This design comes from an exercise in tuning for small area on the open sky130 flow, not from production work. The RTL was checked by simulation tests, not by an equivalence proof against the original design. Power and IR drop assume default switching activity.

--- flow/run.sh ---
#!/bin/bash
# synth_recipe.tcl (not shown) runs the flow's synth.tcl, then flattens the netlist and writes it again
# the make line also repeats each setting of config.mk as NAME=value (left out here)
make -C /OpenROAD-flow-scripts/flow DESIGN_CONFIG=/design/flow/config.mk WORK_HOME=/design/flow/orfs CLKGATE_MAP_FILE= SYNTH_SCRIPT=/design/flow/synth_recipe.tcl finish
--- flow/config.mk ---
export PLATFORM = sky130hd
export DESIGN_NAME = hls_status_monitor_top
export DESIGN_NICKNAME = hls_status_monitor_top
export VERILOG_FILES = /design/flow/design.v
export SDC_FILE = /design/flow/constraint.sdc
export NUM_CORES = 4
export LEC_CHECK = 0
export CAP_MARGIN = 20
export CORE_MARGIN = 2
export CORE_UTILIZATION = 40
export SLEW_MARGIN = 20
--- flow/design.v ---
module hls_module_status_monitor #(
    parameter int unsigned      N_CH    = 10,
    parameter int unsigned      CNT_W   = 32,
    parameter logic [N_CH-1:0]  CONT_EN = {N_CH{1'b0}},
    localparam int unsigned     CH_W    = (N_CH > 1) ? $clog2(N_CH) : 1
) (
    input  logic             clock,
    input  logic             reset,
    input  logic             finish,
    input  logic             clear,
    input  logic [N_CH-1:0]  ap_start,
    input  logic [N_CH-1:0]  ap_ready,
    input  logic [N_CH-1:0]  ap_done,
    input  logic [N_CH-1:0]  ap_continue,
    input  logic             rd_en,
    input  logic [CH_W-1:0]  rd_ch,
    input  logic [2:0]       rd_sel,
    output logic             rd_valid,
    output logic [CNT_W-1:0] rd_data,
    output logic             active,
    output logic [N_CH-1:0]  ovf
);
    typedef enum logic [1:0] {
        ST_IDLE = 2'd0,
        ST_BUSY = 2'd1,
        ST_HOLD = 2'd2
    } state_t;
    state_t           state_q     [N_CH];
    state_t           state_nxt   [N_CH];
    logic [CNT_W-1:0] start_q     [N_CH];
    logic [CNT_W-1:0] start_nxt   [N_CH];
    logic [CNT_W-1:0] ready_q     [N_CH];
    logic [CNT_W-1:0] ready_nxt   [N_CH];
    logic [CNT_W-1:0] done_q      [N_CH];
    logic [CNT_W-1:0] done_nxt    [N_CH];
    logic [CNT_W-1:0] busy_q      [N_CH];
    logic [CNT_W-1:0] busy_nxt    [N_CH];
    logic [CNT_W-1:0] stall_q     [N_CH];
    logic [CNT_W-1:0] stall_nxt   [N_CH];
    logic [CNT_W-1:0] max_lat_q   [N_CH];
    logic [CNT_W-1:0] max_lat_nxt [N_CH];
    logic [CNT_W-1:0] lat_q       [N_CH];
    logic [CNT_W-1:0] lat_nxt     [N_CH];
    logic [N_CH-1:0]  ovf_q;
    logic [N_CH-1:0]  ovf_nxt;
    logic             active_q;
    logic             active_nxt;
    logic             opened_q;
    logic             cont;
    logic [CNT_W-1:0] cand;
    logic [CNT_W-1:0] rd_mux_c;
    function automatic logic [CNT_W-1:0] sat(input logic [CNT_W-1:0] v);
        sat = (v == {CNT_W{1'b1}}) ? v : v + CNT_W'(1);
    endfunction
    function automatic logic [0:0] full(input logic [CNT_W-1:0] v);
        full = (v == {CNT_W{1'b1}});
    endfunction
    assign active = active_q;
    assign ovf    = ovf_q;
    always_ff @(posedge clock or negedge reset) begin
        if (!reset) begin
            for (int i = 0; i < N_CH; i++) begin
                state_q[i]   <= ST_IDLE;
                start_q[i]   <= '0;
                ready_q[i]   <= '0;
                done_q[i]    <= '0;
                busy_q[i]    <= '0;
                stall_q[i]   <= '0;
                max_lat_q[i] <= '0;
                lat_q[i]     <= '0;
            end
            ovf_q    <= '0;
            active_q <= 1'b0;
            opened_q <= 1'b0;
            rd_valid <= 1'b0;
            rd_data  <= '0;
        end else begin
            for (int i = 0; i < N_CH; i++) begin
                state_q[i]   <= state_nxt[i];
                start_q[i]   <= start_nxt[i];
                ready_q[i]   <= ready_nxt[i];
                done_q[i]    <= done_nxt[i];
                busy_q[i]    <= busy_nxt[i];
                stall_q[i]   <= stall_nxt[i];
                max_lat_q[i] <= max_lat_nxt[i];
                lat_q[i]     <= lat_nxt[i];
            end
            ovf_q     <= ovf_nxt;
            active_q  <= active_nxt;
            opened_q  <= 1'b1;
            rd_valid  <= rd_en;
            if (rd_en) begin
                rd_data <= rd_mux_c;
            end
        end
    end
    always_comb begin
        for (int i = 0; i < N_CH; i++) begin
            state_nxt[i]   = state_q[i];
            start_nxt[i]   = start_q[i];
            ready_nxt[i]   = ready_q[i];
            done_nxt[i]    = done_q[i];
            busy_nxt[i]    = busy_q[i];
            stall_nxt[i]   = stall_q[i];
            max_lat_nxt[i] = max_lat_q[i];
            lat_nxt[i]     = lat_q[i];
        end
        ovf_nxt     = ovf_q;
        cont        = 1'b1;
        cand        = '0;
        active_nxt  = clear | (~finish & (active_q | ~opened_q));
        for (int i = 0; i < N_CH; i++) begin
            cont = ~CONT_EN[i] | ap_continue[i];
            cand = sat(lat_q[i]);
            case (state_q[i])
                ST_IDLE: begin
                    if (ap_start[i]) begin
                        lat_nxt[i] = CNT_W'(1);
                        if (active_q) begin
                            start_nxt[i] = sat(start_q[i]);
                            ovf_nxt[i]   = ovf_nxt[i] | full(start_q[i]);
                        end
                        if (ap_done[i]) begin
                            if (active_q) begin
                                done_nxt[i] = sat(done_q[i]);
                                ovf_nxt[i]  = ovf_nxt[i] | full(done_q[i]);
                                if (max_lat_q[i] < CNT_W'(1)) begin
                                    max_lat_nxt[i] = CNT_W'(1);
                                end
                            end
                            state_nxt[i] = cont ? ST_IDLE : ST_HOLD;
                        end else begin
                            state_nxt[i] = ST_BUSY;
                        end
                    end
                end
                ST_BUSY: begin
                    lat_nxt[i] = cand;
                    if (active_q) begin
                        busy_nxt[i] = sat(busy_q[i]);
                        ovf_nxt[i]  = ovf_nxt[i] | full(busy_q[i]) | full(lat_q[i]);
                    end
                    if (ap_done[i]) begin
                        if (active_q) begin
                            done_nxt[i] = sat(done_q[i]);
                            ovf_nxt[i]  = ovf_nxt[i] | full(done_q[i]);
                            if (cand > max_lat_q[i]) begin
                                max_lat_nxt[i] = cand;
                            end
                        end
                        state_nxt[i] = cont ? ST_IDLE : ST_HOLD;
                    end
                end
                ST_HOLD: begin
                    if (ap_continue[i]) begin
                        state_nxt[i] = ST_IDLE;
                    end else if (active_q) begin
                        stall_nxt[i] = sat(stall_q[i]);
                        ovf_nxt[i]   = ovf_nxt[i] | full(stall_q[i]);
                    end
                end
                default: state_nxt[i] = ST_IDLE;
            endcase
            if (active_q && ap_ready[i]) begin
                ready_nxt[i] = sat(ready_q[i]);
                ovf_nxt[i]   = ovf_nxt[i] | full(ready_q[i]);
            end
            if (clear) begin
                start_nxt[i]   = '0;
                ready_nxt[i]   = '0;
                done_nxt[i]    = '0;
                busy_nxt[i]    = '0;
                stall_nxt[i]   = '0;
                max_lat_nxt[i] = '0;
                ovf_nxt[i]     = 1'b0;
            end
        end
    end
    always_comb begin
        rd_mux_c = '0;
        if (32'(rd_ch) < N_CH) begin
            case (rd_sel)
                3'd0:    rd_mux_c = start_nxt[rd_ch];
                3'd1:    rd_mux_c = ready_nxt[rd_ch];
                3'd2:    rd_mux_c = done_nxt[rd_ch];
                3'd3:    rd_mux_c = busy_nxt[rd_ch];
                3'd4:    rd_mux_c = stall_nxt[rd_ch];
                3'd5:    rd_mux_c = max_lat_nxt[rd_ch];
                3'd6:    rd_mux_c = CNT_W'(state_nxt[rd_ch]);
                default: rd_mux_c = CNT_W'({ovf_nxt[rd_ch], active_nxt});
            endcase
        end
    end
endmodule
module hls_status_monitor_top (
    input  logic        clock,
    input  logic        reset,
    input  logic        finish,
    input  logic        clear,
    input  logic [9:0]  ap_start,
    input  logic [9:0]  ap_ready,
    input  logic [9:0]  ap_done,
    input  logic [9:0]  ap_continue,
    input  logic        rd_en,
    input  logic [3:0]  rd_ch,
    input  logic [2:0]  rd_sel,
    output logic        rd_valid,
    output logic [15:0] rd_data,
    output logic        active,
    output logic [9:0]  ovf
);
    hls_module_status_monitor #(
        .N_CH(10), .CNT_W(16), .CONT_EN(10'b1011011011)
    ) u_mon (
        .clock(clock), .reset(reset), .finish(finish), .clear(clear),
        .ap_start(ap_start), .ap_ready(ap_ready), .ap_done(ap_done), .ap_continue(ap_continue),
        .rd_en(rd_en), .rd_ch(rd_ch), .rd_sel(rd_sel),
        .rd_valid(rd_valid), .rd_data(rd_data), .active(active), .ovf(ovf)
    );
endmodule
--- flow/constraint.sdc ---
create_clock -name core_clock -period 6.0 [get_ports {clock}]
set_input_delay 1.2000 -clock core_clock [delete_from_list [all_inputs] [get_ports {clock}]]
set_output_delay 1.2000 -clock core_clock [all_outputs]
set_load 0.01 [all_outputs]
==> summary.txt <==
-- area by class of cell --
class | count | area share (%)
Timing Repair Buffer | 316 | 3.50
Multi-Input combinational cell | 6623 | 49.8
Sequential cell | 1169 | 35.7
Tap cell | 2370 | 3.61
Antenna cell | 8 | 0.0244
Inverter | 275 | 1.26
Clock buffer | 199 | 5.00
Clock inverter | 62 | 1.14
-- sequential cells by signal (all words and copies together), names as in the netlist --
name / cells
u_mon.ready_q: 160
u_mon.rd_data: 16
u_mon.state_q: 20
u_mon.stall_q: 160
u_mon.opened_q: 1
u_mon.busy_q: 160
u_mon.ovf_q: 10
u_mon.rd_valid: 1
u_mon.max_lat_q: 160
u_mon.start_q: 160
u_mon.active_q: 1
u_mon.lat_q: 160
u_mon.done_q: 160
-- cells by family (layout without fill, tap and decap cells) --
| logic type | Yosys count | after routing |
|---|---|---|
| flip-flops | 1169 | 1169 |
| adder cells (fa/ha/maj) | 220 | 220 |
| AO/OA/AOI/OAI | 1556 | 1556 |
| AND/OR/NAND/NOR | 4016 | 4016 |
| XOR/XNOR | 578 | 578 |
| multiplexers | 252 | 252 |
| other | 1 | 9 |
| buffers and inverters | 633 | 852 |
-- where the power goes --
part	total [mW]	internal [mW]	switching, mW	leakage (nW)
registers	8.24	8.02	0.223	16.2
clock network	9.33	5.41	3.92	2.46
logic	2.29	0.712	1.57	15.0
-- layout by cell type, fill, tap and decap left out, types with 26 or more instances in the layout --
master,netlist,layout
or2_2,30,30
o221ai_1,70,68
nand3_1,449,447
clkbuf_16,0,144
nor3_1,300,296
and3_1,153,153
nor3b_1,34,31
xnor2_1,308,308
nand2_1,561,553
o22ai_1,217,217
o21ai_0,298,298
nand4_1,344,344
clkdlybuf4s50_1,0,77
or3_1,58,58
and4_1,95,95
clkbuf_8,0,29
nor2_1,1466,1460
mux2i_1,226,226
a21oi_1,355,355
a31oi_1,73,72
o211ai_1,38,38
clkbuf_1,290,26
o21a_1,37,37
and2_1,57,57
nand2b_1,75,75
xor2_1,270,270
or4_1,39,39
buf_4,2,214
nor4_1,169,166
inv_1,273,272
dfrtp_1,1169,1168
a211oi_1,55,55
ha_1,220,220
mux2_2,26,26
nor2b_1,57,54
clkinv_2,0,26
a22o_1,118,118
-- metal layers --
metal,GRT usage [%],share of wire (%),vias up
li1,-,-,30900
met1,42.2,41,34000
met2,48.6,43,2933
met3,6.38,7.8,761
met4,21.1,7.6,6
met5,0,0.011,-
-- path summary, 6_finish.rpt --
kind	startpoint	to	slack, ns	depth (start not counted)
max	u_mon.lat_q[2][0]	u_mon.rd_data[7]	0.27	18
min in group core_clock	u_mon.lat_q[6][11]	u_mon.lat_q[6][11]	0.53	2
min reg2reg	u_mon.lat_q[6][11]	u_mon.lat_q[6][11]	0.53	2
max in group asynchronous	reset	u_mon.stall_q[3][12]	4.17	2
min	reset	u_mon.lat_q[5][11]	0.36	1
max reg2reg	u_mon.lat_q[2][0]	u_mon.rd_data[7]	0.27	18
-- worst reg2reg max path: stages, from the launching register on --
cell,delay [ns]
dfrtp_1,0.43
ha_1,0.23
nand2_1,0.16
or4_1,0.50
or2_1,0.38
and3_4,0.24
xor2_1,0.18
ha_1,0.31
nand4_1,0.12
nor3_1,0.34
a21boi_0,0.29
o41a_2,0.42
buf_4,0.27
nor2_1,0.05
a21oi_1,0.29
o221ai_1,0.18
a31oi_1,0.55
and4_1,0.44
o221ai_1,0.16
-- synth_stat cells (all sizes together) (15+ instances only) --
cell type / instances / area share, %
a2111oi: 21 / 0.26
a211oi: 55 / 0.57
a21o: 23 / 0.24
a21oi: 356 / 2.5
a22o: 118 / 1.4
a311oi: 17 / 0.21
a31oi: 74 / 0.65
a41oi: 22 / 0.27
and2: 59 / 0.51
and3: 154 / 1.3
and4: 95 / 1.2
buf: 67 / 0.42
clkbuf: 291 / 1.5
dfrtp: 1169 / 40
ha: 220 / 3.8
inv: 275 / 1.4
mux2: 26 / 0.41
mux2i: 226 / 3.1
nand2: 561 / 2.9
nand2b: 76 / 0.66
nand3: 449 / 3.1
nand3b: 24 / 0.25
nand4: 350 / 3.1
nor2: 1466 / 7.6
nor2b: 57 / 0.49
nor3: 303 / 2.1
nor3b: 34 / 0.35
nor4: 183 / 1.8
o211ai: 38 / 0.39
o21a: 37 / 0.38
o21ai: 306 / 2.1
o21bai: 15 / 0.16
o221ai: 70 / 0.85
o22a: 20 / 0.24
o22ai: 217 / 1.9
o31ai: 18 / 0.19
or2: 34 / 0.29
or3: 58 / 0.50
or4: 40 / 0.42
xnor2: 308 / 3.7
xor2: 270 / 3.3
-- timing repair --
action / 4_1_cts / 5_1_grt
buffers inserted: 0 / 0
endpoints found under the setup margin: 1 / 10
gates resized for setup: 1 / 11
==> results.sh <==
export IMPL_cts_tree="yes"
export IMPL_detail_route_wl_per_cell_um=27.7
export IMPL_layout_min_cycle_time_ns=5.73
export IMPL_track_usage_pct=32.3
export IMPL_synthAdderAreaFrac_pct=3.81
export IMPL_rows=156
export IMPL_setup_viol=0
export IMPL_grt_pass1_vias=65000
export IMPL_fillerInstances=17600
export IMPL_clockRootBuffer="clkbuf_16"
export IMPL_fin_cells=11000
export IMPL_htree_levels=4
export IMPL_cts_buffers=144
export IMPL_nets=8801
export IMPL_num_vias=68600
export IMPL_die_h_um=429
export IMPL_critPathBufInv=1
export IMPL_leakage_nw=33.7
export IMPL_dp_hpwl_um=234000
export IMPL_drive_gt1_share_pct=7.36
export IMPL_io_buffer_count=79
export IMPL_antenna_found_initial=17
export IMPL_powerDensity_mw_per_mm2=242
export IMPL_slowest_stage="a31oi_1"
export IMPL_cp_start_kind="flip-flop"
export IMPL_slowest_delay_ns=0.55
export IMPL_insertion_delay_ns=0.85
export IMPL_syn_inst=8425
export IMPL_grt_max_degree=168
export IMPL_area_growth_pct=13.5
export IMPL_drc_errors=0
export IMPL_synth_compound_area_share_pct=14.2
export IMPL_timing_fmax_mhz=175
export IMPL_viasPerCell=6.22
export IMPL_cp_max_fo=19
export IMPL_grt_setup_unrepaired="false"
export IMPL_die_area_mm2=0.184
export IMPL_worst_slack_ns=0.274
export IMPL_ys_warnings_count=17
export IMPL_path_clk_slew_ns=0.06
export IMPL_design_area_mm2=0.0820
export IMPL_multiInputGateArea_mm2=0.0408
export IMPL_tightest_slew_ns=1.17
export IMPL_syn_nets=8697
export IMPL_required_ns=6.66
export IMPL_p_total_mw=19.9
export IMPL_hold_ws_ns=0.361
export IMPL_synth_xor_area_share_pct=7.00
export IMPL_drt_initial_drc_count=7825
export IMPL_vdd_drop_max_uv=204
export IMPL_final_util_pct=45.5
export IMPL_status="complete, no violations"
export IMPL_hold_path_class="in2async"
export IMPL_maxSlewHeadroom_pct=21.3
export IMPL_firstDrtPassIters=6
export IMPL_finalHoldViolations=0
export IMPL_synthSimpleGateAreaFrac_pct=27.6
export IMPL_hold_buffers=0
export IMPL_die_w_um=429
export IMPL_overflow=0
export IMPL_core_mm2=0.180
export IMPL_num_io_pins=80
export IMPL_place_ws_ns=0.0121
export IMPL_path_class="reg2reg"
export IMPL_syn_area_per_cell_um2=8.58
export IMPL_cp_top_family="simple AND/OR/NAND/NOR gates"
export IMPL_max_cap_violations=0
export IMPL_synth_edf_count=0
export IMPL_clkSinkCount=1169
export IMPL_netlist_area_mm2=0.0723
export IMPL_slew_viol_final=0
export IMPL_crit_chain="ha_1, nand2_1, or4_1, or2_1, and3_4, xor2_1, ha_1, nand4_1, nor3_1, a21boi_0, o41a_2, buf_4, nor2_1, a21oi_1, o221ai_1, a31oi_1, and4_1, o221ai_1"
export IMPL_start_util_pct=40.1
export IMPL_seq_area_frac_synth_pct=40.5
export IMPL_regArea_mm2=0.0293
export IMPL_ys_types=107
export IMPL_wirelength_um=305000
export IMPL_synth_seq_cells=1169
export IMPL_postPlaceCellArea_mm2=0.0769
export IMPL_worst_setup_path_end_kind="flip-flop"
export IMPL_synth_top_family_by_area="simple AND/OR/NAND/NOR gates"
export IMPL_fin_skew_ns=0.0681
export IMPL_synthFlopType="dfrtp_1"
export IMPL_setup_tns_ns=0
export IMPL_grt_pass1_wl_um=443000
export IMPL_placed_cells=10800
export IMPL_place_congestion=1.05
export IMPL_fin_crit_sh_pct=95.4
export IMPL_final_antenna_net_count=0
export IMPL_synth_async_reset_ratio_pct=100
export IMPL_muxShareOfSynthArea_pct=3.54
export IMPL_cts_buffer_depth=3
export IMPL_crit_arrival_ns=6.38

[afterwards: timing with drivers on the ports]
The results above use ideal ports. As a check the final layout listed here was re-extracted and re-timed, cells and wires unchanged.
Step 1: set_driving_cell puts a clkbuf_16 on clock and a buf_2 on each other input, an assumption about the parent block.
Step 2 moves the port delays by t, midway between the first and last clock arrival at a register: inputs arrive t later, outputs are due t later. That takes back most of the time a late clock gives input paths.
Three values: ideal ports, drivers, drivers and shift; two values: the first two.
t (ns): 0.908
setup WS [ns]: 0.274 / 0.274 / -0.087
hold WS [ns]: 0.361 / 0.331 / 0.531
worst setup path after step 2: input to register
slew at the worst register clock pin (ns): 0.07 / 0.07
With both steps, setup timing fails in this run, where it was met with ideal ports. For this run, drivers alone change the setup slack by 0.000 ns; drivers and shift together by -0.361 ns.
